Source: an optimization exercise on an open RTL-to-GDS flow (aim: a short achievable clock period and few clock cycles). Production flows keep margins and buffers that such runs may drop.
Where RTL was checked, it was by simulation tests only, not by an equivalence proof against the original.
Function not checked in runs 1 to 5 and 7: the RTL went through the layout flow alone.
Power and IR drop assume default switching activity.

===== design/flow/config.mk =====
export PLATFORM = sky130hd
export DESIGN_NAME = lc3b_pipeline
export DESIGN_NICKNAME = lc3b_pipeline
export VERILOG_FILES = /design/flow/design.v
export SDC_FILE = /design/flow/constraint.sdc
export NUM_CORES = 4
export LEC_CHECK = 0
export ABC_CLOCK_PERIOD_IN_PS = 2000
export CAP_MARGIN = 20
export CORE_MARGIN = 2
export CORE_UTILIZATION = 40
export SETUP_SLACK_MARGIN = 2.5
export SLEW_MARGIN = 20

===== design/flow/constraint.sdc =====
create_clock -name core_clock -period 4.5 [get_ports {clk}]
set_input_delay 0.9000 -clock core_clock [delete_from_list [all_inputs] [get_ports {clk}]]
set_output_delay 0.9000 -clock core_clock [all_outputs]
set_load 0.01 [all_outputs]

===== design/flow/design.v =====
package lc3b_pkg;
    typedef logic [15:0] lc3b_word;
    typedef logic [2:0] lc3b_reg;
    typedef logic [1:0] lc3b_mem_wmask;
    typedef logic [2:0] lc3b_nzp;
    typedef enum logic [3:0] {
        op_br  = 4'b0000,
        op_add = 4'b0001,
        op_ldb = 4'b0010,
        op_stb = 4'b0011,
        op_and = 4'b0101,
        op_ldr = 4'b0110,
        op_str = 4'b0111,
        op_not = 4'b1001
    } lc3b_opcode;
    typedef enum logic [1:0] {
        alu_add,
        alu_and,
        alu_not,
        alu_pass
    } lc3b_aluop;
endpackage
module lc3b_pipeline
#(
    parameter logic [15:0] RESET_PC = 16'h0000
)
(
    input  logic        clk,
    input  logic        rst,
    output logic        imem_read,
    output logic [15:0] imem_address,
    input  logic        imem_resp,
    input  logic [15:0] imem_rdata,
    output logic        dmem_read,
    output logic        dmem_write,
    output logic [15:0] dmem_address,
    output logic [15:0] dmem_wdata,
    output logic [1:0]  dmem_byte_enable,
    input  logic        dmem_resp,
    input  logic [15:0] dmem_rdata
);
    function automatic logic [15:0] ks_add(input logic [15:0] a, input logic [15:0] b);
        logic [15:0] g, p, t;
        g = a & b;
        p = a ^ b;
        t = p;
        for (int d = 1; d < 16; d = d * 2)
        begin
            for (int i = 15; i >= d; i--)
            begin
                g[i] = g[i] | (p[i] & g[i-d]);
                p[i] = p[i] & p[i-d];
            end
        end
        ks_add = t ^ {g[14:0], 1'b0};
    endfunction
    function automatic logic sum_zero(input logic [15:0] a, input logic [15:0] b);
        logic [15:0] t, c;
        t = a ^ b;
        c = {a[14:0] | b[14:0], 1'b0};
        sum_zero = ~|(t ^ c);
    endfunction
    function automatic logic [2:0] flags(input logic [15:0] v);
        flags = v[15] ? 3'b100 : (v == 16'h0000) ? 3'b010 : 3'b001;
    endfunction
    logic [15:0] pc_f;
    logic        ird;
    logic        d_v;
    logic [15:0] d_ir;
    logic [15:0] d_pcn;
    logic [15:0] d_tgt;
    logic [15:0] d_imm;
    logic        d_add, d_and, d_not, d_ld, d_st, d_byte, d_br, d_wen, d_use1, d_use2, d_pred;
    logic        e_v;
    logic        e_add, e_and, e_not;
    logic [15:0] e_a, e_b, e_sd;
    logic        e_fa, e_fb, e_fsd, e_lu;
    logic        e_wen, e_load, e_store, e_byte, e_br, e_pred;
    logic [2:0]  e_dest;
    logic [2:0]  e_nzp;
    logic [15:0] e_alt;
    logic        m_wen, m_load, m_store, m_byte, m_z;
    logic [2:0]  m_dest;
    logic [15:0] m_res;
    logic [15:0] m_addr;
    logic [15:0] m_wdata;
    logic [1:0]  m_be;
    logic [15:0] rf [8];
    logic [2:0]  cc;
    logic        stall_m;
    logic [15:0] ld_data;
    logic [15:0] m_val;
    assign dmem_read        = m_load;
    assign dmem_write       = m_store;
    assign dmem_address     = m_addr;
    assign dmem_wdata       = m_wdata;
    assign dmem_byte_enable = m_be;
    assign stall_m = (m_load | m_store) & ~dmem_resp;
    assign ld_data = !m_byte ? dmem_rdata :
                     m_res[0] ? {8'h00, dmem_rdata[15:8]} : {8'h00, dmem_rdata[7:0]};
    assign m_val   = m_load ? ld_data : m_res;
    logic [15:0] op_a, op_b, sum, alu, sd;
    logic        z_e;
    logic [2:0]  cc_e;
    logic        taken_e, e_redirect, e_hold, e_take;
    assign op_a = e_fa ? m_res : e_a;
    assign op_b = e_fb ? m_res : e_b;
    assign sum  = ks_add(op_a, op_b);
    assign alu  = ({16{e_add}} & sum) | ({16{e_and}} & (op_a & op_b)) | ({16{e_not}} & ~op_a);
    assign z_e  = (e_add & sum_zero(op_a, op_b)) | (e_and & ~|(op_a & op_b)) | (e_not & (&op_a));
    assign sd   = e_fsd ? m_val : e_sd;
    assign cc_e       = m_wen ? {m_res[15], m_z, ~m_res[15] & ~m_z} : cc;
    assign taken_e    = |(e_nzp & cc_e);
    assign e_redirect = e_v & e_br & ~e_lu & (taken_e ^ e_pred);
    assign e_hold = stall_m | e_lu;
    assign e_take = ~e_hold;
    logic [2:0]  s1, s2, s3, dd;
    logic [15:0] r1, r2, r3;
    logic        d_go, d_free;
    assign s1 = d_ir[8:6];
    assign s2 = d_ir[2:0];
    assign s3 = d_ir[11:9];
    assign dd = d_ir[11:9];
    assign r1 = (m_wen && m_dest == s1) ? m_val : rf[s1];
    assign r2 = (m_wen && m_dest == s2) ? m_val : rf[s2];
    assign r3 = (m_wen && m_dest == s3) ? m_val : rf[s3];
    assign d_go   = d_v & e_take;
    assign d_free = ~d_v | e_take;
    logic [3:0]  f_op;
    logic [15:0] pcn_f, tgt_f;
    logic        pred_f, f_take;
    assign imem_read    = ird;
    assign imem_address = pc_f;
    assign f_op         = imem_rdata[15:12];
    assign pcn_f        = pc_f + 16'd2;
    assign tgt_f        = ks_add(pcn_f, {{6{imem_rdata[8]}}, imem_rdata[8:0], 1'b0});
    assign pred_f       = (f_op == 4'b0000) & (imem_rdata[11:9] != 3'b000) &
                          (imem_rdata[8] | (imem_rdata[11:9] == 3'b111));
    assign f_take       = imem_resp & d_free & ~e_redirect;
    always_ff @(posedge clk)
    begin
        if (rst)
        begin
            pc_f <= RESET_PC;
            d_v  <= 1'b0;
        end
        else
        begin
            if (e_redirect)
                pc_f <= e_alt;
            else if (f_take)
                pc_f <= pred_f ? tgt_f : pcn_f;
            if (d_free | e_redirect)
                d_v <= f_take;
        end
    end
    always_ff @(posedge clk)
    begin
        ird <= ~rst;
    end
    always_ff @(posedge clk)
    begin
        if (d_free)
        begin
            d_ir   <= imem_rdata;
            d_pcn  <= pcn_f;
            d_tgt  <= tgt_f;
            d_pred <= pred_f;
            d_add  <= (f_op == 4'b0001) | (f_op == 4'b0110) | (f_op == 4'b0010) |
                      (f_op == 4'b0111) | (f_op == 4'b0011);
            d_and  <= (f_op == 4'b0101);
            d_not  <= (f_op == 4'b1001);
            d_ld   <= (f_op == 4'b0110) | (f_op == 4'b0010);
            d_st   <= (f_op == 4'b0111) | (f_op == 4'b0011);
            d_byte <= (f_op == 4'b0010) | (f_op == 4'b0011);
            d_br   <= (f_op == 4'b0000);
            d_wen  <= (f_op == 4'b0001) | (f_op == 4'b0101) | (f_op == 4'b1001) |
                      (f_op == 4'b0110) | (f_op == 4'b0010);
            d_use1 <= (f_op == 4'b0001) | (f_op == 4'b0101) | (f_op == 4'b1001) |
                      (f_op == 4'b0110) | (f_op == 4'b0010) | (f_op == 4'b0111) | (f_op == 4'b0011);
            d_use2 <= ((f_op == 4'b0001) | (f_op == 4'b0101)) & ~imem_rdata[5];
            if ((f_op == 4'b0001) | (f_op == 4'b0101))
                d_imm <= {{11{imem_rdata[4]}}, imem_rdata[4:0]};
            else if ((f_op == 4'b0110) | (f_op == 4'b0111))
                d_imm <= {{9{imem_rdata[5]}}, imem_rdata[5:0], 1'b0};
            else
                d_imm <= {{10{imem_rdata[5]}}, imem_rdata[5:0]};
        end
    end
    always_ff @(posedge clk)
    begin
        if (rst)
        begin
            e_v     <= 1'b0;
            e_wen   <= 1'b0;
            e_load  <= 1'b0;
            e_store <= 1'b0;
            e_br    <= 1'b0;
            e_lu    <= 1'b0;
        end
        else if (e_take)
        begin
            if (d_v & ~e_redirect)
            begin
                e_v     <= 1'b1;
                e_wen   <= d_wen;
                e_load  <= d_ld;
                e_store <= d_st;
                e_br    <= d_br;
                e_lu    <= e_v & e_load &
                           ((d_use1 & (e_dest == s1)) | (d_use2 & (e_dest == s2)) | d_br);
            end
            else
            begin
                e_v     <= 1'b0;
                e_wen   <= 1'b0;
                e_load  <= 1'b0;
                e_store <= 1'b0;
                e_br    <= 1'b0;
                e_lu    <= 1'b0;
            end
        end
        else if (!stall_m)
        begin
            e_lu <= 1'b0;
        end
    end
    always_ff @(posedge clk)
    begin
        if (e_take)
        begin
            e_add  <= d_add;
            e_and  <= d_and;
            e_not  <= d_not;
            e_a    <= r1;
            e_b    <= d_use2 ? r2 : d_imm;
            e_sd   <= r3;
            e_fa   <= e_wen & (e_dest == s1);
            e_fb   <= d_use2 & e_wen & (e_dest == s2);
            e_fsd  <= e_wen & (e_dest == s3);
            e_byte <= d_byte;
            e_dest <= dd;
            e_nzp  <= d_ir[11:9];
            e_pred <= d_pred;
            e_alt  <= d_pred ? d_pcn : d_tgt;
        end
        else if (!stall_m)
        begin
            if (e_fa)  e_a  <= m_val;
            if (e_fb)  e_b  <= m_val;
            if (e_fsd) e_sd <= m_val;
            e_fa  <= 1'b0;
            e_fb  <= 1'b0;
            e_fsd <= 1'b0;
        end
    end
    always_ff @(posedge clk)
    begin
        if (rst)
        begin
            m_wen   <= 1'b0;
            m_load  <= 1'b0;
            m_store <= 1'b0;
        end
        else if (!stall_m)
        begin
            m_wen   <= e_wen & ~e_lu;
            m_load  <= e_load & ~e_lu;
            m_store <= e_store & ~e_lu;
        end
    end
    always_ff @(posedge clk)
    begin
        if (!stall_m)
        begin
            m_byte  <= e_byte;
            m_dest  <= e_dest;
            m_res   <= alu;
            m_z     <= z_e;
            m_wdata <= e_byte ? {sd[7:0], sd[7:0]} : sd;
            m_be    <= e_byte ? ((op_a[0] ^ op_b[0]) ? 2'b10 : 2'b01) : 2'b11;
        end
        if (!stall_m & (e_load | e_store))
            m_addr <= alu;
    end
    always_ff @(posedge clk)
    begin
        if (rst)
        begin
            for (int i = 0; i < 8; i++)
                rf[i] <= 16'h0000;
            cc <= 3'b000;
        end
        else if (m_wen)
        begin
            rf[m_dest] <= m_val;
            cc         <= m_load ? flags(ld_data) : {m_res[15], m_z, ~m_res[15] & ~m_z};
        end
    end
endmodule

===== design/flow/run.sh =====
#!/bin/bash
# synth_recipe.tcl (not shown) runs the flow's synth.tcl, then flattens the netlist and writes it again
# the make line also repeats each setting of config.mk as NAME=value (left out here)
make -C /OpenROAD-flow-scripts/flow DESIGN_CONFIG=/design/flow/config.mk WORK_HOME=/design/flow/orfs CLKGATE_MAP_FILE= SYNTH_SCRIPT=/design/flow/synth_recipe.tcl finish

==> results of run 1 <==
## worst max path at each step
stage / startpoint / end / slack [ps]
2_1_floorplan: e_fb / m_addr[14] / 1580
3_3_place_gp: imem_rdata[8] / pc_f[6] / 750
3_5_place_dp: imem_rdata[8] / pc_f[6] / 680
4_1_cts: e_fb / m_addr[14] / 1570
5_1_grt: e_fa / m_addr[14] / 1380
6_report: e_fa / m_addr[14] / 1570
## area by class of cell
| cell class | instances | area [sq um] | share of cell area |
|---|---|---|---|
| repair buffers | 335 | 3240 | 0.118 |
| well taps | 664 | 831 | 0.0302 |
| inverters | 76 | 355 | 0.0129 |
| clock inverters | 21 | 233 | 0.00846 |
| repair inverters | 4 | 46.3 | 0.00168 |
| flip-flops and latches | 355 | 10400 | 0.376 |
| multi-input cells | 1079 | 11300 | 0.410 |
| clock buffers | 57 | 1170 | 0.0425 |
## per-layer routing
| metal | track usage | up-vias |
|---|---|---|
| met4 | 0.0961 | 0 |
| met1 | 0.345 | 7910 |
| met5 | 0 | - |
| li1 | - | 6707 |
| met2 | 0.428 | 590 |
| met3 | 0.0370 | 112 |
## worst max-delay path, stage by stage, from the launching register on
cell and delay, ps:
edfxtp_1 380, buf_6 160, mux2i_2 260, inv_1 160, fa_2 470, a211oi_2 250, o21a_1 160, o211ai_1 130
a311oi_1 290, xnor2_1 100, a222oi_1 220, inv_1 100
## kinds of logic after synthesis
group	after synthesis	share of synthesized area
AND/OR/NAND/NOR	428	0.0999
flip-flops	355	0.521
multiplexers	222	0.177
adder cells (fa/ha/maj)	52	0.0337
XOR/XNOR	70	0.0315
AO/OA/AOI/OAI	300	0.0983
buffers and inverters	190	0.0393
## what timing repair did
| action | in CTS | in global routing |
|---|---|---|
| setup endpoints to repair | 610 | 275 |
| pin swaps | 86 | 92 |
| gates cloned | 11 | 7 |
| resized for setup | 589 | 189 |
| buffers inserted | 137 | 73 |
## sequential cells by signal, indices dropped and copies added (netlist names), 2 cells and up, named ones only
name	cells
d_imm	7
m_wdata	16
d_pcn	15
e_b	16
d_tgt	16
e_a	16
m_be	2
pc_f	16
d_ir	9
m_res	16
e_dest	3
e_alt	16
m_addr	16
cc	3
rf	128
m_dest	3
e_sd	16
## metrics by stage
stage | setup slack (ps) | utilization | hold slack, ps | cells
after floorplan | 1580 | - | 400 | 1617
after global placement | 747 | 0.448 | 405 | 2285
after detailed placement | 680 | 0.448 | 406 | 2285
after CTS | 1570 | 0.532 | 424 | 2511
after global routing | 1380 | 0.563 | 432 | 2591
final | 1570 | 0.563 | 422 | 2591
## power groups by stage
stage                     logic (W)  clock network (W)  registers (W)
after floorplan             0.00105                  0        0.00403
after global placement      0.00147                  0        0.00414
after detailed placement    0.00148                  0        0.00415
after CTS                   0.00183            0.00355        0.00409
after global routing        0.00221            0.00366        0.00411
final                       0.00208            0.00351        0.00409
## placed cells by master, fill, tap and decap left out, types with 22 or more instances in the layout
cell type	count
a21oi_1	37
a21oi_2	29
buf_12	24
buf_2	40
buf_4	153
buf_6	73
clkbuf_16	46
edfxtp_1	316
ha_1	23
inv_1	63
mux2_2	31
mux2i_1	27
mux2i_4	30
mux4_2	96
nand2_1	76
nor2_1	169
o211ai_1	25
o21ai_1	35
xnor2_1	27
xor2_1	22
==> notes.md, run 1 <==
Tmin final 2930 ps; Hold Path Cell Cnt 0; Die Height 226 um; Psw 0.00278 W; WP data required 4820 ps; Worst Path Arrival 3250 ps; fillers 3927; Vias/cell 5.91; top post-synthesis cells by count 316 x edfxtp_1, 179 x nor2_1, 106 x nand2_1, 96 x mux4_2, 79 x a21oi_1; DR WL/cell 25.8 um; I/O pin count 89; area leader, netlist edfxtp_1; drt total wl 66.9 mm; metal3 WL 4.05 mm; Core ar. 48800 sq um; leakage power 10.4 nW; Max H-tree Level 2; WS Path Type flop to flop; CP Launch Type flop; Design Area, Final 27500 sq um; largest net degree at the start of global routing 68; Top Metal Used met4; number of global-route vias before repair 15098; Endpoint, Worst Hold e_and; internal power 0.00691 W; Clock Latency Late Sink 590 ps; first-pass GRT wire length 97.2 mm; Tot Pwr 0.00969 W; share of post-route cells with drive strength above 1 0.458; Max Slew Vio Count 0; hold buffers post-CTS 0; DIE AREA 51100 sq um; Slew headroom 0.348; initial antenna violation count 0; ANT cells 0; Max Freq 0.341 GHz; clock buffer depth 3; Post-synth ARST share 0; EDFF count, synth 316; CTS root buf clkbuf_16; area of the mapped netlist 19700 sq um; clk sinks 355; Reg2Reg Depth 11; synthesized area per cell 12.2 sq um; Via Count 15319; Post-Syn Instances 1617; Rows 81; sequential area share after synthesis 0.521; status timing/DRC/antenna clean; clock power share 0.363; drc violations 0; syn_nets 1705; final global-route overflow total 0; final RePlAce weighted congestion 0.903; reg-to-reg setup timing slack 1570 ps; crit-path max FO 5; sequential power share 0.423; CP endpoint kind flop; Combinational Power Share 0.215; share of the synthesized area in the top cell type 0.481; aggregate negative setup slack 0 ps; RSZ-0062 raised after global routing true; skew final 14.9 ps; metal2 WL 33.1 mm; Nets 1981; DP Wirelength 40.8 mm; initial core utilization 0.404; top post-synthesis cells by area edfxtp_1 48%, mux4_2 11%, dfxtp_1 4.0%; Num CTS Buffers 42; worst vdd ir 0.000260 V; Worst-Margin Slew 978 ps; WL met1 27.5 mm; PD cells 352 nW/um^2; Worst-path clk slew 60 ps; first-iteration detailed-routing DRC count 1488; Synth Warn # 1; reg2reg end m_addr[14]; Post-DRT Antenna Nets 0; Distinct cells, synth 75; total track usage 0.258; hold_sp d_and; CTS tree done; count leader, synth edfxtp_1; synthesis-to-layout area growth 39.5%; placed inst area 21900 sq um; Synth Flop Type edfxtp_1; Pre-antenna DRT Iters 5; RR Startpoint e_fa; endpoints failing setup 0; Switching Share 0.287; HP Class flop to flop; MaxCap Viol Count 0; PortBufs 88; number of synthesized register bits 355; die width 226 um; part of the cycle the worst path needs 0.652; final hold vios 0
==> inputs of run 2 (changes only) <==
--- a/design/flow/config.mk
+++ b/design/flow/config.mk
@@ -7,3 +7,3 @@
 export LEC_CHECK = 0
-export ABC_CLOCK_PERIOD_IN_PS = 2000
+export ABC_CLOCK_PERIOD_IN_PS = 1000
 export CAP_MARGIN = 20
==> run 2 against run 1 <==
Compared with the run above: still clean on timing, DRC and antenna; count of clock-buffer cells in the layout did not move; global-route usage did not move; area after synthesis unchanged; non-clock buffer count unchanged; cell area stayed put.
==> notes.md, run 2 <==
ANT cells 0; DP Wirelength 40.8 mm; Num CTS Buffers 42; final hold vios 0; Switching Share 0.287; DR WL/cell 25.8 um; sequential area share after synthesis 0.521; Slowest-stage cell, CP fa_2; Clock Latency Late Sink 590 ps; Reg2Reg Depth 11; I/O pin count 89; Top delay family on crit path compound AO/OA/AOI/OAI gates; Max stage delay on crit path 470 ps; count leader, synth edfxtp_1; top post-synthesis cells by area edfxtp_1 48%, mux4_2 11%, dfxtp_1 4.0%; total track usage 0.258; Synth Flop Type edfxtp_1; most used cell, CP inv_1; EDFF count, synth 316; Worst Path Arrival 3250 ps; aggregate negative setup slack 0 ps; Synth Warn # 1; Psw 0.00278 W; Slew headroom 0.348; Rows 81; clock power share 0.363; commonest non-fill, non-tap cell in the layout edfxtp_1; CP bufs+invs 3; WS Path Type flop to flop; initial antenna violation count 0; endpoints failing setup 0; area of the mapped netlist 19700 sq um; Worst Setup EP m_addr[14]; Max Slew Vio Count 0; Via Count 15319; final RePlAce weighted congestion 0.903; Biggest register rf; CP Launch Type flop; Vias/cell 5.91; number of global-route vias before repair 15098; syn_nets 1705; share of post-route cells with drive strength above 1 0.458; WP data required 4820 ps; Max Freq 0.341 GHz; Die Height 226 um; RR Startpoint e_fa; internal power 0.00691 W; area leader, netlist edfxtp_1; CTS root buf clkbuf_16; clock buffer depth 3; hold buffers post-CTS 0; drc violations 0; final global-route overflow total 0; status timing/DRC/antenna clean; max reg flops 128; sequential power share 0.423; synthesized area per cell 12.2 sq um; share of the synthesized area in the top cell type 0.481; initial core utilization 0.404; Post-synth ARST share 0; Post-Syn Instances 1617; Worst-Margin Slew 978 ps; MaxCap Viol Count 0; Core ar. 48800 sq um; largest net degree at the start of global routing 68; first-pass GRT wire length 97.2 mm; Tmin final 2930 ps; first-iteration detailed-routing DRC count 1488; Nets 1981; Combinational Power Share 0.215; PD cells 352 nW/um^2; HP Class flop to flop; CTS tree done; synthesis-to-layout area growth 39.5%; top post-synthesis cells by count 316 x edfxtp_1, 179 x nor2_1, 106 x nand2_1, 96 x mux4_2, 79 x a21oi_1; Post-DRT Antenna Nets 0; worst vdd ir 0.000260 V; skew final 14.9 ps; number of synthesized register bits 355; Worst-path clk slew 60 ps; crit-path max FO 5; part of the cycle the worst path needs 0.652; Distinct cells, synth 75; Crit path depth 11; die width 226 um; most frequent cells in the layout 316 x edfxtp_1, 169 x nor2_1, 153 x buf_4; Max H-tree Level 2; crit-path cells buf_6 > mux2i_2 > inv_1 > fa_2 > a211oi_2 > o21a_1 > o211ai_1 > a311oi_1 > xnor2_1 > a222oi_1 > inv_1; Finished Core Util 0.563; reg2reg end m_addr[14]; reg-to-reg setup timing slack 1570 ps; Pre-antenna DRT Iters 5; CP endpoint kind flop; clk sinks 355; RSZ-0062 raised after global routing true; leakage power 10.4 nW; Crit. Startpoint e_fa; DIE AREA 51100 sq um; PortBufs 88; drt total wl 66.9 mm
run 2: cell counts after synthesis:
No cell type changed its count.
run 2: final cells by class:
type / count / area, sq um
Fill cell: 3927 / 21300
Multi-Input combinational cell: 1079 / 11300
Sequential cell: 355 / 10400
Timing Repair Buffer: 335 / 3240
Clock buffer: 57 / 1170
Tap cell: 664 / 831
Inverter: 76 / 355
Clock inverter: 21 / 233
Timing Repair inverter: 4 / 46.3
run 2: worst min-delay path by stage:
| stage | from | end | slack, ps | depth (start not counted) |
|---|---|---|---|---|
| finish | d_and | e_and | 420 | 0 |
| CTS | d_and | e_and | 420 | 0 |
| detailed placement | d_byte | e_byte | 410 | 0 |
| floorplan | d_add | e_add | 400 | 0 |
| global route | d_byte | e_byte | 430 | 0 |
| global placement | d_tgt[0] | e_alt[0] | 410 | 0 |
run 2: what timing repair did:
action,4_1_cts,5_1_grt
pin swaps,86,92
gates cloned,11,7
gates resized for setup,589,189
setup endpoints to repair,610,275
buffers inserted,137,73
run 2: layer usage:
metal,global-route usage,vias to the layer above,wire length (um)
met5,0,-,0
met4,0.0961,0,2250
met3,0.0370,112,4050
met2,0.428,590,33100
met1,0.345,7910,27500
li1,-,6707,-
run 2: cell families (layout without fill, tap and decap cells):
group | after synthesis | after routing | synth area share
mux | 222 | 222 | 0.177
compound gates | 300 | 300 | 0.0983
xor+xnor | 70 | 70 | 0.0315
flops | 355 | 355 | 0.521
simple gates | 428 | 435 | 0.0999
fa+ha+maj | 52 | 52 | 0.0337
buf+inv | 190 | 493 | 0.0393
run 2: power groups by stage:
stage	Combinational (W)	Clock, W	Sequential [W]
after floorplan	0.00105	0	0.00403
after global placement	0.00147	0	0.00414
after detailed placement	0.00148	0	0.00415
after CTS	0.00183	0.00355	0.00409
after global routing	0.00221	0.00366	0.00411
final	0.00208	0.00351	0.00409
run 2: per-stage QoR:
step	setup WS, ps	cell area, sq um	instances	hold WS [ps]	total power, W
2_1_floorplan	1580	20800	1617	400	0.00508
3_3_place_gp	747	21900	2285	405	0.00561
6_report	1570	27500	2591	422	0.00969
4_1_cts	1570	26000	2511	424	0.00947
3_5_place_dp	680	21900	2285	406	0.00563
5_1_grt	1380	27500	2591	432	0.00997
==> inputs of run 3 (changes only) <==
==> design/flow/flow/run.sh (new file) <==
#!/bin/bash
# Standard layout, with the resizer free to change cell footprints.
set -euo pipefail
bash standard.sh MATCH_CELL_FOOTPRINT=0 finish > make_finish.log 2>&1
==> design/flow/standard.sh (new file) <==
#!/bin/bash
# synth_recipe.tcl (not shown) runs the flow's synth.tcl, then flattens the netlist and writes it again
# the make line also repeats each setting of config.mk as NAME=value (left out here)
make -C /OpenROAD-flow-scripts/flow DESIGN_CONFIG=/design/flow/config.mk WORK_HOME=/design/flow/orfs CLKGATE_MAP_FILE= SYNTH_SCRIPT=/design/flow/synth_recipe.tcl "${@:-finish}"
--- a/design/flow/config.mk
+++ b/design/flow/config.mk
@@ -7,3 +7,3 @@
 export LEC_CHECK = 0
-export ABC_CLOCK_PERIOD_IN_PS = 1000
+export ABC_CLOCK_PERIOD_IN_PS = 2000
 export CAP_MARGIN = 20
removed: design/flow/run.sh
==> run 3 against run 2 <==
Compared with the run above: power down 0.58%; still clean on timing, DRC and antenna; highest routed layer unchanged; largest cell class unchanged; die area did not move; fmax is 2.7% lower; final cell count decreased by 0.27%.
==> notes.md, run 3 <==
status timing/DRC/antenna clean; fillers 3893; final global-route overflow total 0; top post-synthesis cells by count 316 x edfxtp_1, 179 x nor2_1, 106 x nand2_1, 96 x mux4_2, 79 x a21oi_1; Max Slew Vio Count 0; initial core utilization 0.404; die width 226 um; HP Class flop to flop; part of the cycle the worst path needs 0.670; EDFF count, synth 316; initial antenna violation count 0; Max H-tree Level 2; aggregate negative setup slack 0 ps; Tot Pwr 0.00963 W; CTS tree done; drt total wl 65.4 mm; PD cells 351 nW/um^2; Vias/cell 5.85; Combinational Power Share 0.224; synthesized area per cell 12.2 sq um; clock buffer depth 3; ANT cells 0; Nets 1978; Switching Share 0.285; Tmin final 3020 ps; number of global-route vias before repair 14790; sequential area share after synthesis 0.521; first-iteration detailed-routing DRC count 1554; reg-to-reg setup timing slack 1480 ps; Synth Warn # 1; non-filler cells, final 2584; Post-Syn Instances 1617; clk sinks 355; crit-path max FO 6; Via Count 15105; CP endpoint kind flop; total track usage 0.246; drc violations 0; Biggest register rf; max reg flops 128; share of post-route cells with drive strength above 1 0.457; largest net degree at the start of global routing 68; CP Launch Type flop; Design Area, Final 27500 sq um; Finished Core Util 0.563; number of synthesized register bits 355; syn_nets 1705; Distinct cells, synth 75; PortBufs 88; Core ar. 48800 sq um; WS Path Type flop to flop; Pre-antenna DRT Iters 6; internal power 0.00689 W; Die Height 226 um; most frequent cells in the layout 316 x edfxtp_1, 165 x nor2_1, 163 x buf_4; commonest non-fill, non-tap cell in the layout edfxtp_1; Post-DRT Antenna Nets 0; first-pass GRT wire length 93.4 mm; I/O pin count 89; WP data required 4790 ps; Slew headroom 0.361; Post-synth ARST share 0; # placed instances 2290; CTS root buf clkbuf_16; Num CTS Buffers 40; RSZ-0062 raised after global routing true; hold buffers post-CTS 0; area of the mapped netlist 19700 sq um; count leader, synth edfxtp_1; Worst-Margin Slew 959 ps; MaxCap Viol Count 0; share of the synthesized area in the top cell type 0.481; Clock Latency Late Sink 570 ps; synthesis-to-layout area growth 39.3%; placed inst area 21900 sq um; skew final 21.7 ps; endpoints failing setup 0; Synth Flop Type edfxtp_1; sequential power share 0.423; Worst-path clk slew 60 ps; DP Wirelength 39.2 mm; leakage power 10.4 nW; area leader, netlist edfxtp_1; Psw 0.00275 W; clock power share 0.353; worst vdd ir 0.000242 V; Rows 81; Max Freq 0.332 GHz; DIE AREA 51100 sq um; final hold vios 0; Worst Path Arrival 3310 ps; DR WL/cell 25.3 um; final RePlAce weighted congestion 0.915; top post-synthesis cells by area edfxtp_1 48%, mux4_2 11%, dfxtp_1 4.0%
[run 3: cell counts after synthesis]
Identical to the previous run, type by type.
[run 3: logic make-up after synthesis]
family                     synth area share
AOI/OAI and AO/OA                    0.0983
muxes                                 0.177
xor gates and xnor gates             0.0315
DFF                                   0.521
buffers and inverters                0.0393
adders and majority gates            0.0337
and+or+nand+nor                      0.0999
[run 3: final cells by class]
cell class / count / area (sq um) / share of cell area
clock buffers: 48 / 1060 / 0.0387
clock inverters: 24 / 268 / 0.00974
inverters: 76 / 363 / 0.0132
multi-input cells: 1075 / 11300 / 0.409
flip-flops and latches: 355 / 10400 / 0.377
well taps: 664 / 831 / 0.0302
repair buffers: 338 / 3300 / 0.120
repair inverters: 4 / 50.0 / 0.00182
[run 3: worst paths after layout]
check	start	endpoint	cells after the start
max	e_fa	m_addr[12]	12
min	d_not	e_not	0
max reg2reg	e_fa	m_addr[12]	12
min reg2reg	d_not	e_not	0
[run 3: power by group through the flow]
stage                     clock, W  combinational, W  sequential, W
final                      0.00340           0.00216        0.00407
after detailed placement         0           0.00146        0.00413
after floorplan                  0           0.00104        0.00403
after global placement           0           0.00145        0.00412
after CTS                  0.00343           0.00178        0.00406
after global routing       0.00356           0.00228        0.00409
[run 3: metrics by stage]
stage	hold slack (ps)	setup WS, ps
floorplan	400	1620
detailed placement	405	732
CTS	418	1510
finish	419	1480
global route	437	1260
global placement	407	705
[run 3: critical path, stage by stage (launching register included)]
cell,delay [ps]
edfxtp_1,370
buf_12,150
mux2i_4,250
inv_2,70
ha_4,170
fa_2,370
a211oi_4,260
o21a_1,190
o211ai_1,160
a31oi_1,260
xnor2_1,100
a222oi_1,260
inv_1,110
[run 3: routing by layer]
metal	vias up	global-route usage	part of all wire
li1	6672	-	-
met4	0	0.0862	0.040
met2	651	0.413	0.49
met3	142	0.0458	0.068
met5	-	0	0
met1	7640	0.320	0.40
[run 3: timing repair]
item	4_1_cts	5_1_grt
endpoints found under the setup margin	566	197
pin swaps	69	103
cloned	10	5
gates resized for setup	432	239
buffers inserted	134	73
==> inputs of run 4 (changes only) <==
--- a/design/flow/design.v
+++ b/design/flow/design.v
@@ -41,7 +41,6 @@
 );
-    function automatic logic [15:0] ks_add(input logic [15:0] a, input logic [15:0] b);
-        logic [15:0] g, p, t;
+    function automatic logic [15:0] carries(input logic [15:0] a, input logic [15:0] b);
+        logic [15:0] g, p;
         g = a & b;
-        p = a ^ b;
-        t = p;
+        p = a | b;
         for (int d = 1; d < 16; d = d * 2)
@@ -54,3 +53,3 @@
         end
-        ks_add = t ^ {g[14:0], 1'b0};
+        carries = {g[14:0], 1'b0};
     endfunction
@@ -70,3 +69,2 @@
     logic [15:0] d_pcn;
-    logic [15:0] d_tgt;
     logic [15:0] d_imm;
@@ -99,5 +97,5 @@
     assign ld_data = !m_byte ? dmem_rdata :
-                     m_res[0] ? {8'h00, dmem_rdata[15:8]} : {8'h00, dmem_rdata[7:0]};
+                     m_addr[0] ? {8'h00, dmem_rdata[15:8]} : {8'h00, dmem_rdata[7:0]};
     assign m_val   = m_load ? ld_data : m_res;
-    logic [15:0] op_a, op_b, sum, alu, sd;
+    logic [15:0] op_a, op_b, cy, t, oth, x0, x1, alu, sd;
     logic        z_e;
@@ -107,4 +105,8 @@
     assign op_b = e_fb ? m_res : e_b;
-    assign sum  = ks_add(op_a, op_b);
-    assign alu  = ({16{e_add}} & sum) | ({16{e_and}} & (op_a & op_b)) | ({16{e_not}} & ~op_a);
+    assign cy   = carries(op_a, op_b);
+    assign t    = op_a ^ op_b;
+    assign oth  = e_and ? (op_a & op_b) : ~op_a;
+    assign x0   = e_add ? t : oth;
+    assign x1   = e_add ? ~t : oth;
+    assign alu  = (cy & x1) | (~cy & x0);
     assign z_e  = (e_add & sum_zero(op_a, op_b)) | (e_and & ~|(op_a & op_b)) | (e_not & (&op_a));
@@ -117,3 +119,3 @@
     logic [2:0]  s1, s2, s3, dd;
-    logic [15:0] r1, r2, r3;
+    logic [15:0] r1, r2, r3, tgt_d;
     logic        d_go, d_free;
@@ -126,2 +128,3 @@
     assign r3 = (m_wen && m_dest == s3) ? m_val : rf[s3];
+    assign tgt_d  = d_pcn + {{6{d_ir[8]}}, d_ir[8:0], 1'b0};
     assign d_go   = d_v & e_take;
@@ -129,3 +132,6 @@
     logic [3:0]  f_op;
-    logic [15:0] pcn_f, tgt_f;
+    logic [15:0] pcn_f, f_next;
+    logic [9:0]  off_f, t_f;
+    logic [15:0] cy_f;
+    logic [5:0]  hi_f;
     logic        pred_f, f_take;
@@ -135,3 +141,8 @@
     assign pcn_f        = pc_f + 16'd2;
-    assign tgt_f        = ks_add(pcn_f, {{6{imem_rdata[8]}}, imem_rdata[8:0], 1'b0});
+    assign off_f        = {imem_rdata[8:0], 1'b0};
+    assign cy_f         = carries({6'd0, pcn_f[9:0]}, {6'd0, off_f});
+    assign t_f          = pcn_f[9:0] ^ off_f;
+    assign hi_f         = (cy_f[10] == imem_rdata[8]) ? pcn_f[15:10] :
+                          cy_f[10] ? pcn_f[15:10] + 6'd1 : pcn_f[15:10] - 6'd1;
+    assign f_next       = pred_f ? {hi_f, (cy_f[9:0] & ~t_f) | (~cy_f[9:0] & t_f)} : pcn_f;
     assign pred_f       = (f_op == 4'b0000) & (imem_rdata[11:9] != 3'b000) &
@@ -151,3 +162,3 @@
             else if (f_take)
-                pc_f <= pred_f ? tgt_f : pcn_f;
+                pc_f <= f_next;
             if (d_free | e_redirect)
@@ -166,3 +177,2 @@
             d_pcn  <= pcn_f;
-            d_tgt  <= tgt_f;
             d_pred <= pred_f;
@@ -244,3 +254,3 @@
             e_pred <= d_pred;
-            e_alt  <= d_pred ? d_pcn : d_tgt;
+            e_alt  <= d_pred ? d_pcn : tgt_d;
         end
@@ -277,4 +287,2 @@
             m_dest  <= e_dest;
-            m_res   <= alu;
-            m_z     <= z_e;
             m_wdata <= e_byte ? {sd[7:0], sd[7:0]} : sd;
@@ -285,2 +293,7 @@
     end
+    always_ff @(posedge clk)
+    begin
+        m_res <= alu;
+        m_z   <= z_e;
+    end
     always_ff @(posedge clk)
==> design/flow/run.sh (new file) <==
#!/bin/bash
# synth_recipe.tcl (not shown) runs the flow's synth.tcl, then flattens the netlist and writes it again
# the make line also repeats each setting of config.mk as NAME=value (left out here)
make -C /OpenROAD-flow-scripts/flow DESIGN_CONFIG=/design/flow/config.mk WORK_HOME=/design/flow/orfs CLKGATE_MAP_FILE= SYNTH_SCRIPT=/design/flow/synth_recipe.tcl finish
removed: design/flow/flow/run.sh
removed: design/flow/standard.sh
==> run 4 against run 3 <==
Compared with the run above: global-route usage up 0.10 points; count of clock-buffer cells in the layout up 8; final cell count is 4.4% higher; wire length decreased by 2.5%; non-clock buffer count is 9 higher; cell area is 1.2% lower; via count is 2.4% higher; fmax down 21%; combinational power up 2%; clock skew fell by 6.9 ps; highest routed layer unchanged.
==> notes.md, run 4 <==
status timing/DRC/antenna clean; Synth Flop Type edfxtp_1; EDFF count, synth 287; number of global-route vias before repair 15223; share of post-route cells with drive strength above 1 0.422; top post-synthesis cells by count 287 x edfxtp_1, 204 x nor2_1, 135 x nand2_1, 96 x mux4_2, 91 x a21oi_1; Synth Warn # 1; Distinct cells, synth 72; CTS root buf clkbuf_16; area of the mapped netlist 19700 sq um; Vias/cell 5.73; largest net degree at the start of global routing 36; area leader, netlist edfxtp_1; most frequent cells in the layout 287 x edfxtp_1, 188 x nor2_1, 173 x buf_4; HP Class flop to flop; first-iteration detailed-routing DRC count 1342; Worst-Margin Slew 884 ps; WP data required 4960 ps; die width 226 um; RSZ-0062 raised after global routing true; Core ar. 48700 sq um; ANT cells 0; DP Wirelength 39.2 mm; hold_ws 421 ps; CTS tree done; max reg flops 128; drt total wl 63.7 mm; CP Launch Type flop; Slew headroom 0.410; Post-DRT Antenna Nets 0; MaxCap Viol Count 0; I/O pin count 89; Biggest register rf; share of the synthesized area in the top cell type 0.438; final RePlAce weighted congestion 0.892; # placed instances 2413; leakage power 10.5 nW; Worst-path clk slew 60 ps; non-filler cells, final 2697; initial core utilization 0.403; PD cells 351 nW/um^2; skew final 14.8 ps; WS Path Type flop to flop; Post-Syn Instances 1713; syn_nets 1815; Via Count 15466; Nets 2102; part of the cycle the worst path needs 0.853; sequential area share after synthesis 0.495; Rows 81; final hold vios 0; CP bufs+invs 3; DIE AREA 50900 sq um; Slowest-stage cell, CP dfxtp_4; crit-path cells buf_4 > nand3_1 > xor2_2 > inv_1 > ha_4 > nor3_4 > a221oi_4 > o311a_4 > a21oi_4 > ha_4 > a21o_1 > a41o_1 > buf_6 > nor3_4 > xnor2_2 > a21oi_1 > o221ai_1 > nor4_1 > nor4_1; clock buffer depth 3; Die Height 226 um; PortBufs 88; total track usage 0.247; Max Freq 0.260 GHz; Max H-tree Level 2; Top delay family on crit path compound AO/OA/AOI/OAI gates; crit-path max FO 7; initial antenna violation count 0; worst vdd ir 0.000255 V; fillers 3988; Clock Latency Late Sink 580 ps; commonest non-fill, non-tap cell in the layout edfxtp_1; synthesized area per cell 11.5 sq um; DR WL/cell 23.6 um; endpoints failing setup 0; number of synthesized register bits 343; top post-synthesis cells by area edfxtp_1 44%, mux4_2 11%, dfxtp_1 5.7%; Pre-antenna DRT Iters 5; drc violations 0; count leader, synth edfxtp_1; Worst Path Arrival 4300 ps; Tmin final 3840 ps; clk sinks 343; Max Slew Vio Count 0; first-pass GRT wire length 93.9 mm; Max stage delay on crit path 360 ps; synthesis-to-layout area growth 38.1%; final global-route overflow total 0; Post-synth ARST share 0; Num CTS Buffers 41; CP endpoint kind flop
[run 4: cell count changes after synthesis, moves of 17 or more]
cell,delta
edfxtp_1,-29
nor2_1,+25
clkbuf_1,+18
dfxtp_1,+17
nand2_1,+29
o21ai_0,+36
o21ai_1,-30
xor2_1,+17
buf_2,-19
[run 4: what timing repair did]
item,4_1_cts,5_1_grt
buffers inserted,144,49
gates resized for setup,522,181
gates cloned,12,3
pin swaps,99,68
endpoints found under the setup margin,501,234
hold buffers,0,0
[run 4: layer usage]
metal	part of all wire	vias up	global-route usage	wire, um
li1	-	6991	-	-
met1	0.41	7730	0.319	25900
met2	0.49	616	0.420	31500
met3	0.060	129	0.0341	3820
met4	0.038	0	0.100	2440
met5	0	-	0	0
[run 4: area by class of cell]
class                      count  area [sq um]  share of cell area
multi-input combinational   1173         11500               0.423
sequential                   343          9820               0.362
timing repair buffer         347          3230               0.119
clock buffer                  56          1170              0.0433
tap                          664           831              0.0306
inverter                      90           388              0.0143
clock inverter                20           195             0.00719
timing repair inverter         4          30.0             0.00111
[run 4: cells by family (layout without fill, tap and decap cells)]
group / after synthesis / count (layout) / share of synthesized area
buf+inv: 200 / 517 / 0.0391
fa+ha+maj: 66 / 66 / 0.0432
simple gates: 489 / 492 / 0.111
xor+xnor: 81 / 81 / 0.0361
flops: 343 / 343 / 0.495
mux: 208 / 208 / 0.170
compound gates: 326 / 326 / 0.105
[run 4: power breakdown]
| part | total (W) | switching, W | internal [W] |
|---|---|---|---|
| combinational | 0.00220 | 0.00117 | 0.00103 |
| sequential | 0.00389 | 0.000195 | 0.00370 |
| clock | 0.00343 | 0.00137 | 0.00205 |
| total | 0.00952 | 0.00274 | 0.00678 |
[run 4: per-stage QoR]
| stage | setup WS, ps | total power [W] | area (sq um) | setup TNS [ps] | utilization |
|---|---|---|---|---|---|
| after floorplan | 651 | 0.00498 | 20800 | 0 | - |
| after global placement | -50.1 | 0.00551 | 22100 | -50.1 | 0.454 |
| after detailed placement | -105 | 0.00553 | 22100 | -161 | 0.454 |
| after CTS | 644 | 0.00928 | 25900 | 0 | 0.532 |
| after global routing | 501 | 0.00983 | 27100 | 0 | 0.557 |
| final | 660 | 0.00952 | 27100 | 0 | 0.557 |
[run 4: path summary, 6_finish.rpt]
check	startpoint	endpoint	slack [ps]	cells past startpoint
max reg2reg	pc_f[1]	pc_f[13]	660	19
min	d_add	e_add	420	0
min reg2reg	d_add	e_add	420	0
max	pc_f[1]	pc_f[13]	660	19
==> inputs of run 5 (changes only) <==
==> design/flow/flow/run.sh (new file) <==
#!/bin/bash
# Standard layout; ports buffered with buf_4 instead of the smallest buffer.
set -euo pipefail
bash standard.sh "BUFFER_PORTS_ARGS=-buffer_cell sky130_fd_sc_hd__buf_4" finish > make_finish.log 2>&1
==> design/flow/standard.sh (new file) <==
#!/bin/bash
# synth_recipe.tcl (not shown) runs the flow's synth.tcl, then flattens the netlist and writes it again
# the make line also repeats each setting of config.mk as NAME=value (left out here)
make -C /OpenROAD-flow-scripts/flow DESIGN_CONFIG=/design/flow/config.mk WORK_HOME=/design/flow/orfs CLKGATE_MAP_FILE= SYNTH_SCRIPT=/design/flow/synth_recipe.tcl "${@:-finish}"
removed: design/flow/run.sh
==> run 5 against run 4 <==
Compared with the run above: worst setup slack gained 18 ps; critical path type unchanged; core utilization decreased by 0.45 points; largest cell class unchanged; final cell count decreased by 1.6%; still clean on timing, DRC and antenna; first-iteration DRC count up 5.3%; power shrank 0.72%; fmax up 0.48%; sequential share of layout area grew 0.27 points; critical path depth stayed put; non-clock buffer count is 39 lower; largest power group unchanged; clock power is 2% lower; register-to-register slack improved by 20 ps.
==> notes.md, run 5 <==
number of synthesized register bits 343; largest net degree at the start of global routing 36; CTS root buf clkbuf_16; Worst Path Arrival 4290 ps; Post-DRT Antenna Nets 0; DR WL/cell 24.2 um; Synth Area in Compound Gates 0.105; HP Class flop to flop; Slowest-stage cell, CP dfxtp_4; share of post-route cells with drive strength above 1 0.426; total track usage 0.245; Top delay family on crit path compound AO/OA/AOI/OAI gates; worst vdd ir 0.000236 V; DIE AREA 50900 sq um; synthesis-to-layout area growth 37.0%; number of global-route vias before repair 14883; synthesized area per cell 11.5 sq um; skew final 19.2 ps; hold buffers post-CTS 0; status timing/DRC/antenna clean; drt total wl 64.1 mm; Max H-tree Level 2; Distinct cells, synth 72; initial core utilization 0.403; Biggest register rf; RSZ-0062 raised after global routing true; max reg flops 128; DP Wirelength 39.2 mm; syn_nets 1815; Slew headroom 0.397; commonest non-fill, non-tap cell in the layout edfxtp_1; drc violations 0; part of the cycle the worst path needs 0.849; WS Path Type flop to flop; CP Launch Type flop; final global-route overflow total 0; Max Freq 0.262 GHz; Synth Warn # 1; fillers 3961; Post-Syn Instances 1713; Max stage delay on crit path 360 ps; final RePlAce weighted congestion 0.898; most used cell, CP ha_4; post-synthesis xor/xnor area fraction 0.0361; PortBufs 88; synthesized-area fraction occupied by adder cells 0.0432; Num CTS Buffers 41; Post-synth ARST share 0; Rows 81; Via Count 15320; crit-path cells ha_4 > xor2_4 > inv_2 > ha_4 > inv_2 > a221oi_4 > a221oi_4 > o311a_4 > a21oi_4 > buf_4 > buf_6 > ha_4 > or2_2 > a21oi_2 > a21oi_1 > or2_4 > mux2i_1 > xnor2_1 > o41ai_1; Nets 2062; CP bufs+invs 4; first-iteration detailed-routing DRC count 1413; share of the synthesized area in the top cell type 0.438; final hold vios 0; CTS tree done; leakage power 10.2 nW; Tot Pwr 0.00945 W; clock buffer depth 3; Pre-antenna DRT Iters 5; I/O pin count 89; Worst-path clk slew 70 ps; largest family of logic cells by synthesized area multiplexers; MaxCap Viol Count 0; die width 226 um; EDFF count, synth 287; clk sinks 343; Tmin final 3820 ps; WP data required 4970 ps; first-pass GRT wire length 92.1 mm; Vias/cell 5.77; Synth Flop Type edfxtp_1; area leader, netlist edfxtp_1; most frequent cells in the layout 287 x edfxtp_1, 189 x nor2_1, 185 x buf_4; aggregate negative setup slack 0 ps; Clock Latency Late Sink 570 ps; hold_ws 423 ps; Worst-Margin Slew 904 ps; top post-synthesis cells by area edfxtp_1 44%, mux4_2 11%, dfxtp_1 5.7%; CP endpoint kind flop; crit-path max FO 4; sequential area share after synthesis 0.495; endpoints failing setup 0; ANT cells 0; area of the mapped netlist 19700 sq um; initial antenna violation count 0; post-synthesis simple-gate area fraction 0.111; Die Height 226 um; multiplexer share of the synthesized area 0.170; PD cells 351 nW/um^2; Core ar. 48700 sq um; top post-synthesis cells by count 287 x edfxtp_1, 204 x nor2_1, 135 x nand2_1, 96 x mux4_2, 91 x a21oi_1; count leader, synth edfxtp_1; Max Slew Vio Count 0
run 5: cell counts after synthesis:
Identical to the previous run, type by type.
run 5: layout make-up:
class | instances | area [sq um] | area share
Tap cell | 664 | 831 | 0.0309
Clock inverter | 16 | 204 | 0.00758
Timing Repair inverter | 4 | 46.3 | 0.00172
Sequential cell | 343 | 9810 | 0.365
Clock buffer | 57 | 1120 | 0.0415
Timing Repair Buffer | 308 | 3110 | 0.116
Multi-Input combinational cell | 1172 | 11400 | 0.423
Inverter | 90 | 397 | 0.0147
run 5: kinds of logic after synthesis:
| logic type | after synthesis |
|---|---|
| fa+ha+maj | 66 |
| buf+inv | 200 |
| simple gates | 489 |
| mux | 208 |
| compound gates | 326 |
| flops | 343 |
| xor+xnor | 81 |
run 5: worst register-to-register path, stage by stage (launching register included):
cell and delay [ps]:
dfxtp_4 360, ha_4 200, xor2_4 170, inv_2 80
ha_4 150, inv_2 40, a221oi_4 330, a221oi_4 120
o311a_4 350, a21oi_4 260, buf_4 170, buf_6 100
ha_4 200, or2_2 280, a21oi_2 130, a21oi_1 60
or2_4 230, mux2i_1 160, xnor2_1 80, o41ai_1 230
run 5: layer usage:
layer,up-vias,track usage,wire length (um)
met4,0,0.0921,2740
met3,128,0.0399,5070
li1,6899,-,-
met1,7619,0.317,24900
met2,674,0.415,31400
met5,-,0,0
run 5: per-stage QoR:
stage	util	instance area [sq um]	cells	setup WS [ps]
floorplan	-	20800	1713	651
global placement	0.446	21800	2390	201
detailed placement	0.446	21800	2390	131
CTS	0.522	25400	2585	808
global route	0.552	26900	2654	514
finish	0.552	26900	2654	679
run 5: what timing repair did:
action / in CTS / in global routing
cloned: 10 / 4
pin swaps: 84 / 69
endpoints found under the setup margin: 431 / 268
setup buffers: 112 / 65
hold endpoints to repair: 0 / 0
gates resized for setup: 272 / 179
run 5: worst paths after layout:
check	slack (ps)	depth (start not counted)	start	to
min reg2reg	420	0	d_add	e_add
min	420	0	d_add	e_add
max	680	19	pc_f[1]	pc_f[15]
max reg2reg	680	19	pc_f[1]	pc_f[15]
run 5: report_power, final:
part,switching [W],internal (W)
registers,0.000215,0.00370
logic,0.00113,0.00104
clock network,0.00139,0.00197
==> inputs of run 6 (changes only) <==
--- a/design/flow/design.v
+++ b/design/flow/design.v
@@ -119,3 +119,4 @@
     logic [2:0]  s1, s2, s3, dd;
-    logic [15:0] r1, r2, r3, tgt_d;
+    logic [15:0] r1, r3, ra1, ra2, ra3, b_d, tgt_d;
+    logic        wl1, wl2, wl3;
     logic        d_go, d_free;
@@ -125,5 +126,11 @@
     assign dd = d_ir[11:9];
-    assign r1 = (m_wen && m_dest == s1) ? m_val : rf[s1];
-    assign r2 = (m_wen && m_dest == s2) ? m_val : rf[s2];
-    assign r3 = (m_wen && m_dest == s3) ? m_val : rf[s3];
+    assign wl1 = m_load & (m_dest == s1);
+    assign wl2 = m_load & (m_dest == s2);
+    assign wl3 = m_load & (m_dest == s3);
+    assign ra1 = (m_wen && m_dest == s1) ? m_res : rf[s1];
+    assign ra2 = (m_wen && m_dest == s2) ? m_res : rf[s2];
+    assign ra3 = (m_wen && m_dest == s3) ? m_res : rf[s3];
+    assign r1  = wl1 ? ld_data : ra1;
+    assign r3  = wl3 ? ld_data : ra3;
+    assign b_d = (d_use2 & wl2) ? ld_data : d_use2 ? ra2 : d_imm;
     assign tgt_d  = d_pcn + {{6{d_ir[8]}}, d_ir[8:0], 1'b0};
@@ -135,3 +142,5 @@
     logic [15:0] cy_f;
-    logic [5:0]  hi_f;
+    logic [5:0]  hi_f, hi_inc, hi_dec;
+    logic [9:0]  lo0_f, lo1_f;
+    logic [15:0] pc_alt;
     logic        pred_f, f_take;
@@ -144,5 +153,10 @@
     assign t_f          = pcn_f[9:0] ^ off_f;
-    assign hi_f         = (cy_f[10] == imem_rdata[8]) ? pcn_f[15:10] :
-                          cy_f[10] ? pcn_f[15:10] + 6'd1 : pcn_f[15:10] - 6'd1;
-    assign f_next       = pred_f ? {hi_f, (cy_f[9:0] & ~t_f) | (~cy_f[9:0] & t_f)} : pcn_f;
+    assign hi_inc       = pcn_f[15:10] + 6'd1;
+    assign hi_dec       = pcn_f[15:10] - 6'd1;
+    assign hi_f         = (pred_f & cy_f[10] & ~imem_rdata[8]) ? hi_inc :
+                          (pred_f & ~cy_f[10] & imem_rdata[8]) ? hi_dec : pcn_f[15:10];
+    assign lo0_f        = pred_f ? t_f : pcn_f[9:0];
+    assign lo1_f        = pred_f ? ~t_f : pcn_f[9:0];
+    assign f_next       = {hi_f, (cy_f[9:0] & lo1_f) | (~cy_f[9:0] & lo0_f)};
+    assign pc_alt       = e_redirect ? e_alt : pc_f;
     assign pred_f       = (f_op == 4'b0000) & (imem_rdata[11:9] != 3'b000) &
@@ -159,6 +173,3 @@
         begin
-            if (e_redirect)
-                pc_f <= e_alt;
-            else if (f_take)
-                pc_f <= f_next;
+            pc_f <= f_take ? f_next : pc_alt;
             if (d_free | e_redirect)
@@ -245,3 +256,3 @@
             e_a    <= r1;
-            e_b    <= d_use2 ? r2 : d_imm;
+            e_b    <= b_d;
             e_sd   <= r3;
==> run 6 against run 5 <==
Compared with the run above: cell area grew 4.3%; non-clock buffer count up 24; area after synthesis is 2.1% higher; core utilization is 1.1 points higher; critical path type unchanged; highest routed layer unchanged; global-route usage grew 0.28 points; sequential share of layout area is 1.5 points lower; via count is 6.4% higher; still clean; critical endpoint is now m_addr[15]; final cell count increased by 3.7%; flip-flop and latch count stayed put; critical path depth fell by 8.
==> notes.md, run 6 <==
status timing/DRC/antenna clean; top post-synthesis cells by area edfxtp_1 43%, mux4_2 11%, dfxtp_1 5.6%; initial core utilization 0.402; commonest non-fill, non-tap cell in the layout edfxtp_1; count leader, synth edfxtp_1; Reg2Reg Depth 11; Worst-path clk slew 60 ps; Die Height 228 um; Vias/cell 5.92; Tmin final 2820 ps; WS Path Type flop to flop; fillers 3925; Synth Warn # 1; Slew headroom 0.290; Clock Latency Late Sink 580 ps; syn_nets 1886; area of the multi-input gates 12300 sq um; drc violations 0; total track usage 0.248; Max Freq 0.355 GHz; Via Count 16304; CP endpoint kind flop; CTS root buf clkbuf_16; Psw 0.00281 W; Pre-antenna DRT Iters 6; Worst Path Arrival 3120 ps; clock buffer depth 3; I/O pin count 89; area of the mapped netlist 20100 sq um; initial antenna violation count 0; largest net degree at the start of global routing 62; Post-Syn Instances 1787; first-pass GRT wire length 98.2 mm; synthesized area per cell 11.2 sq um; Num CTS Buffers 41; non-filler cells, final 2753; Nets 2149; max reg flops 128; hold buffers post-CTS 0; area leader, netlist edfxtp_1; sequential power share 0.412; DR WL/cell 24.9 um; Rows 82; # placed instances 2458; clock power share 0.362; sequential area share after synthesis 0.485; DP Wirelength 40.3 mm; number of synthesized register bits 343; Post-DRT Antenna Nets 0; share of post-route cells with drive strength above 1 0.450; leakage power 10.7 nW; die width 228 um; Combinational Power Share 0.225; CP Launch Type flop; HP Class flop to flop; Hold Path Cell Cnt 0; Synth Flop Type edfxtp_1; Distinct cells, synth 71; skew final 21.4 ps; Core ar. 49900 sq um; Max H-tree Level 2; worst vdd ir 0.000249 V; top post-synthesis cells by count 287 x edfxtp_1, 252 x nor2_1, 125 x a21oi_1, 111 x nand2_1, 101 x mux2i_1; Max Slew Vio Count 0; synthesis-to-layout area growth 39.9%; final RePlAce weighted congestion 0.891; MaxCap Viol Count 0; crit-path max FO 8; Biggest register rf; ANT cells 0; PortBufs 88; final global-route overflow total 0; final hold vios 0; WP data required 4800 ps; number of global-route vias before repair 16011; share of the synthesized area in the top cell type 0.429; most frequent cells in the layout 287 x edfxtp_1, 210 x nor2_1, 205 x buf_4; internal power 0.00684 W; clk sinks 343; drt total wl 68.4 mm; Post-synth ARST share 0; CTS tree done; EDFF count, synth 287; register area 9820 sq um; Switching Share 0.291; endpoints failing setup 0; PD cells 344 nW/um^2; part of the cycle the worst path needs 0.626; Worst-Margin Slew 1070 ps; aggregate negative setup slack 0 ps; RSZ-0062 raised after global routing true; first-iteration detailed-routing DRC count 1785; DIE AREA 52000 sq um
## run 6: cell types whose count changed in the layout (fill, tap and decap cells not counted), moves of 10 or more
cell      delta
a211oi_2    +29
a21oi_1     +27
a21oi_2     +14
buf_4       +20
ha_4        -11
mux2i_1     +24
nand2_1     -24
nor2_1      +21
nor2_4      +24
nor3_1      -11
o22ai_1     -11
o22ai_2     -10
## run 6: logic make-up after synthesis
logic type	Yosys count	synth area share
xor gates and xnor gates	80	0.0349
DFF	343	0.485
adders and majority gates	63	0.0397
muxes	228	0.175
buffers and inverters	208	0.0400
and+or+nand+nor	518	0.116
AOI/OAI and AO/OA	347	0.109
## run 6: stage by stage
| step | cell area (sq um) | util | worst slack [ps] | hold WS [ps] | total power (W) |
|---|---|---|---|---|---|
| global route | 28100 | 0.563 | 1550 | 446 | 0.00994 |
| finish | 28100 | 0.563 | 1680 | 420 | 0.00965 |
| detailed placement | 21900 | 0.440 | 991 | 405 | 0.00548 |
| global placement | 21900 | 0.440 | 1090 | 402 | 0.00547 |
| floorplan | 21100 | - | 1630 | 400 | 0.00496 |
| CTS | 26700 | 0.536 | 1650 | 418 | 0.00942 |
## run 6: worst max-delay path, stage by stage (launching register included)
cell and delay, ps:
edfxtp_1 440, buf_12 190, mux2i_4 200, ha_2 210, nand2b_4 150, a21oi_4 180, o21bai_4 90, a2111oi_4 410
o21ai_4 140, o31ai_4 250, and4b_1 250, nor3_2 50
## run 6: cell type report
class | instances | share of cell area
Clock buffer | 55 | 0.0410
Clock inverter | 19 | 0.00883
Inverter | 83 | 0.0125
Multi-Input combinational cell | 1249 | 0.438
Sequential cell | 343 | 0.350
Tap cell | 672 | 0.0300
Timing Repair Buffer | 332 | 0.120
## run 6: power groups by stage
| stage | registers (W) | clock network (W) | logic, W |
|---|---|---|---|
| after floorplan | 0.00388 | 0 | 0.00107 |
| after global placement | 0.00400 | 0 | 0.00147 |
| after detailed placement | 0.00400 | 0 | 0.00148 |
| after CTS | 0.00395 | 0.00352 | 0.00194 |
| after global routing | 0.00400 | 0.00364 | 0.00230 |
| final | 0.00398 | 0.00349 | 0.00217 |
## run 6: path summary, 6_finish.rpt
kind	end	startpoint	slack, ps
max	m_addr[15]	e_fa	1680
min	e_and	d_and	420
max reg2reg	m_addr[15]	e_fa	1680
min reg2reg	e_and	d_and	420
## run 6: timing repair
| item | 4_1_cts | 5_1_grt |
|---|---|---|
| buffers inserted | 149 | 50 |
| endpoints found under the setup margin | 409 | 234 |
| gates resized for setup | 425 | 187 |
| cloned | 15 | 6 |
| pin swaps | 120 | 112 |
## run 6: per-layer routing
layer,vias to the layer above,GRT usage,part of all wire
met5,-,0,0
met4,0,0.115,0.056
met3,237,0.0278,0.072
met2,831,0.423,0.48
met1,8043,0.318,0.39
li1,7193,-,-
Testbench counts of run 6, summed over its fixed seeds: cycles 72,892.
==> inputs of run 7 (changes only) <==
--- a/design/flow/design.v
+++ b/design/flow/design.v
@@ -103,4 +103,4 @@
     logic        taken_e, e_redirect, e_hold, e_take;
-    assign op_a = e_fa ? m_res : e_a;
-    assign op_b = e_fb ? m_res : e_b;
+    assign op_a = e_a;
+    assign op_b = e_b;
     assign cy   = carries(op_a, op_b);
@@ -112,3 +112,3 @@
     assign z_e  = (e_add & sum_zero(op_a, op_b)) | (e_and & ~|(op_a & op_b)) | (e_not & (&op_a));
-    assign sd   = e_fsd ? m_val : e_sd;
+    assign sd   = e_fsd ? ld_data : e_sd;
     assign cc_e       = m_wen ? {m_res[15], m_z, ~m_res[15] & ~m_z} : cc;
@@ -120,3 +120,3 @@
     logic [15:0] r1, r3, ra1, ra2, ra3, b_d, tgt_d;
-    logic        wl1, wl2, wl3;
+    logic        wl1, wl2, wl3, fa_d, fb_d, fsd_d;
     logic        d_go, d_free;
@@ -136,2 +136,5 @@
     assign tgt_d  = d_pcn + {{6{d_ir[8]}}, d_ir[8:0], 1'b0};
+    assign fa_d   = e_wen & (e_dest == s1);
+    assign fb_d   = d_use2 & e_wen & (e_dest == s2);
+    assign fsd_d  = e_wen & (e_dest == s3);
     assign d_go   = d_v & e_take;
@@ -255,8 +258,8 @@
             e_not  <= d_not;
-            e_a    <= r1;
-            e_b    <= b_d;
-            e_sd   <= r3;
-            e_fa   <= e_wen & (e_dest == s1);
-            e_fb   <= d_use2 & e_wen & (e_dest == s2);
-            e_fsd  <= e_wen & (e_dest == s3);
+            e_a    <= fa_d ? alu : r1;
+            e_b    <= fb_d ? alu : b_d;
+            e_sd   <= fsd_d ? alu : r3;
+            e_fa   <= fa_d & e_load;
+            e_fb   <= fb_d & e_load;
+            e_fsd  <= fsd_d & e_load;
             e_byte <= d_byte;
@@ -269,5 +272,5 @@
         begin
-            if (e_fa)  e_a  <= m_val;
-            if (e_fb)  e_b  <= m_val;
-            if (e_fsd) e_sd <= m_val;
+            if (e_fa)  e_a  <= ld_data;
+            if (e_fb)  e_b  <= ld_data;
+            if (e_fsd) e_sd <= ld_data;
             e_fa  <= 1'b0;
==> run 7 against run 6 <==
Compared with the run above: flip-flop and latch count unchanged; first-iteration DRC count down 6.2%; synthesized cell count up 0.28%; core utilization down 0.91 points; critical endpoint is now pc_f[14]; worst setup slack worse by 440 ps; still clean on timing, DRC and antenna.
==> notes.md, run 7 <==
status timing/DRC/antenna clean; first-iteration detailed-routing DRC count 1674; Vias/cell 5.87; hold_sp d_add; share of post-route cells with drive strength above 1 0.400; Worst-path clk slew 60 ps; Finished Core Util 0.554; first-pass GRT wire length 96.8 mm; Die Height 228 um; Biggest register rf; Worst Path Arrival 3740 ps; WP data required 4980 ps; area leader, netlist edfxtp_1; clock buffer depth 3; area of the mapped netlist 20000 sq um; Max Slew Vio Count 0; Hold Path Cell Cnt 0; CP endpoint kind flop; CP Launch Type flop; part of the cycle the worst path needs 0.724; Core ar. 49200 sq um; most frequent cells in the layout 287 x edfxtp_1, 221 x nor2_1, 201 x buf_4; drt total wl 67.7 mm; HP Class flop to flop; ANT cells 0; Distinct cells, synth 67; DR WL/cell 24.7 um; aggregate negative setup slack 0 ps; Rows 81; worst vdd ir 0.000261 V; crit-path max FO 5; synthesis-to-layout area growth 35.9%; initial core utilization 0.407; Nets 2146; synthesized area per cell 11.2 sq um; Num CTS Buffers 38; share of the synthesized area in the top cell type 0.430; final global-route overflow total 0; leakage power 10.5 nW; number of synthesized register bits 343; CTS tree done; Post-DRT Antenna Nets 0; Via Count 16074; Reg2Reg Depth 12; fin worst setup slack 1240 ps; hold buffers post-CTS 0; Endpoint, Worst Hold e_add; Worst-Margin Slew 1110 ps; Slew headroom 0.259; Clock Latency Late Sink 570 ps; EDFF count, synth 287; initial antenna violation count 0; PortBufs 88; Pre-antenna DRT Iters 7; Synth Warn # 1; syn_nets 1891; MaxCap Viol Count 0; clk sinks 343; total track usage 0.246; WS Path Type flop to flop; final hold vios 0; pre-CTS WS 812 ps; PD cells 335 nW/um^2; DIE AREA 51900 sq um; endpoints failing setup 0; top post-synthesis cells by area edfxtp_1 43%, mux4_2 11%, dfxtp_1 5.6%; Post-synth ARST share 0; number of global-route vias before repair 15509; max reg flops 128; reg2reg end pc_f[14]; Max Freq 0.307 GHz; Synth Flop Type edfxtp_1; die width 228 um; drc violations 0; top post-synthesis cells by count 287 x edfxtp_1, 233 x nor2_1, 148 x nand2_1, 99 x a21oi_1, 96 x mux4_2; skew final 18.0 ps; CTS root buf clkbuf_16; Max H-tree Level 2; final RePlAce weighted congestion 0.925; reg-to-reg setup timing slack 1240 ps; Tmin final 3260 ps; RSZ-0062 raised after global routing true; DP Wirelength 42.1 mm; sequential area share after synthesis 0.486; largest net degree at the start of global routing 47; RR Startpoint pc_f[1]; Post-Syn Instances 1792; I/O pin count 89; commonest non-fill, non-tap cell in the layout edfxtp_1; count leader, synth edfxtp_1
==> run 7: report_power, final <==
part / switching (W) / total, W / internal [W]
Sequential: 0.000198 / 0.00388 / 0.00369
Clock: 0.00132 / 0.00307 / 0.00175
Combinational: 0.00115 / 0.00217 / 0.00102
Total: 0.00267 / 0.00912 / 0.00645
==> run 7: layout make-up <==
class / count / area [sq um]
multi-input cells: 1261 / 11700
clock buffers: 52 / 1090
fillers: 3988 / 21900
repair buffers: 326 / 3370
well taps: 664 / 831
flip-flops and latches: 343 / 9810
inverters: 77 / 322
clock inverters: 17 / 110
==> run 7: worst max-delay path by stage <==
stage / startpoint / to / slack [ps] / cells past startpoint
after floorplan: pc_f[4] / pc_f[14] / 1300 / 12
after global placement: imem_rdata[1] / pc_f[14] / 900 / 12
after detailed placement: imem_rdata[1] / pc_f[14] / 810 / 12
after CTS: pc_f[2] / pc_f[14] / 1260 / 13
after global routing: pc_f[1] / pc_f[14] / 1140 / 14
final: pc_f[1] / pc_f[14] / 1240 / 12
==> run 7: per-stage QoR <==
step                      std cells  area (sq um)  power, W  hold slack (ps)
after floorplan                1792         20900   0.00489              400
after global placement         2460         21800   0.00537              402
after detailed placement       2460         21800   0.00539              405
after CTS                      2664         25700   0.00885              415
after global routing           2740         27200   0.00942              426
final                          2740         27200   0.00912              421
==> run 7: timing repair <==
item,in CTS,in global routing
resized for setup,305,202
endpoints found under the setup margin,341,313
buffers inserted,123,71
cloned,12,5
hold endpoints to repair,0,0
pin swaps,88,102
==> run 7: worst max-delay path: stages (launching register included) <==
cell      delay (ps)
dfxtp_4          410
nand2_4           80
o21a_1           210
or2_4            260
ha_4             160
or4_4            480
a31o_4           250
a41oi_4          260
buf_6            130
nor4_2            40
o21a_1           210
or4_4            480
a311oi_2         220
==> run 7: cells by family (layout without fill, tap and decap cells) <==
kind of cell               after synthesis  in the layout  synth area share
buffers and inverters                  194            472            0.0369
muxes                                  210            210             0.166
DFF                                    343            343             0.486
adders and majority gates               63             63            0.0397
AOI/OAI and AO/OA                      363            364             0.115
and+or+nand+nor                        540            545             0.122
xor gates and xnor gates                79             79            0.0346
==> run 7: layer usage <==
layer	vias to the layer above	global-route usage	wire (um)
met2	673	0.409	33200
met1	8018	0.325	27500
met5	-	0	0
met4	0	0.0997	2430
met3	142	0.0343	4550
li1	7241	-	-

==> afterwards: timing with drivers on the ports <==
The flow's constraints put no driver on any port. The routed layouts listed below were extracted and timed again, unchanged, in two steps. Step 1, drivers: a clkbuf_16 drives clk and a buf_2 each remaining input, both assumed. Step 2 moves the port delays by t, midway between the first and last clock arrival at a register: inputs arrive t later, outputs are due t later. That takes back most of the time a late clock gives input paths. Three values: ideal, step 1, step 2; two values: the first two.
run	t (ns)	setup WS [ns]	slew at the worst register clock pin (ns)	worst slew at a driven data input, ns
run 1	0.634	1.567 / 1.567 / 1.059	0.06 / 0.06	0.04
run 2	0.634	1.567 / 1.567 / 1.059	0.06 / 0.06	0.04
run 3	0.621	1.484 / 1.484 / 1.091	0.07 / 0.07	0.06
run 4	0.631	0.660 / 0.660 / 0.080	0.06 / 0.06	0.04
run 5	0.621	0.679 / 0.679 / 0.362	0.07 / 0.07	0.05
run 6	0.634	1.684 / 1.684 / 1.182	0.06 / 0.06	0.05
run 7	0.625	1.241 / 1.241 / 0.956	0.07 / 0.07	0.06
After both steps setup and hold are still met in every run listed. The setup slack of run 4, which loses most, moves by 0.000 ns with the drivers and by -0.580 ns with both steps.
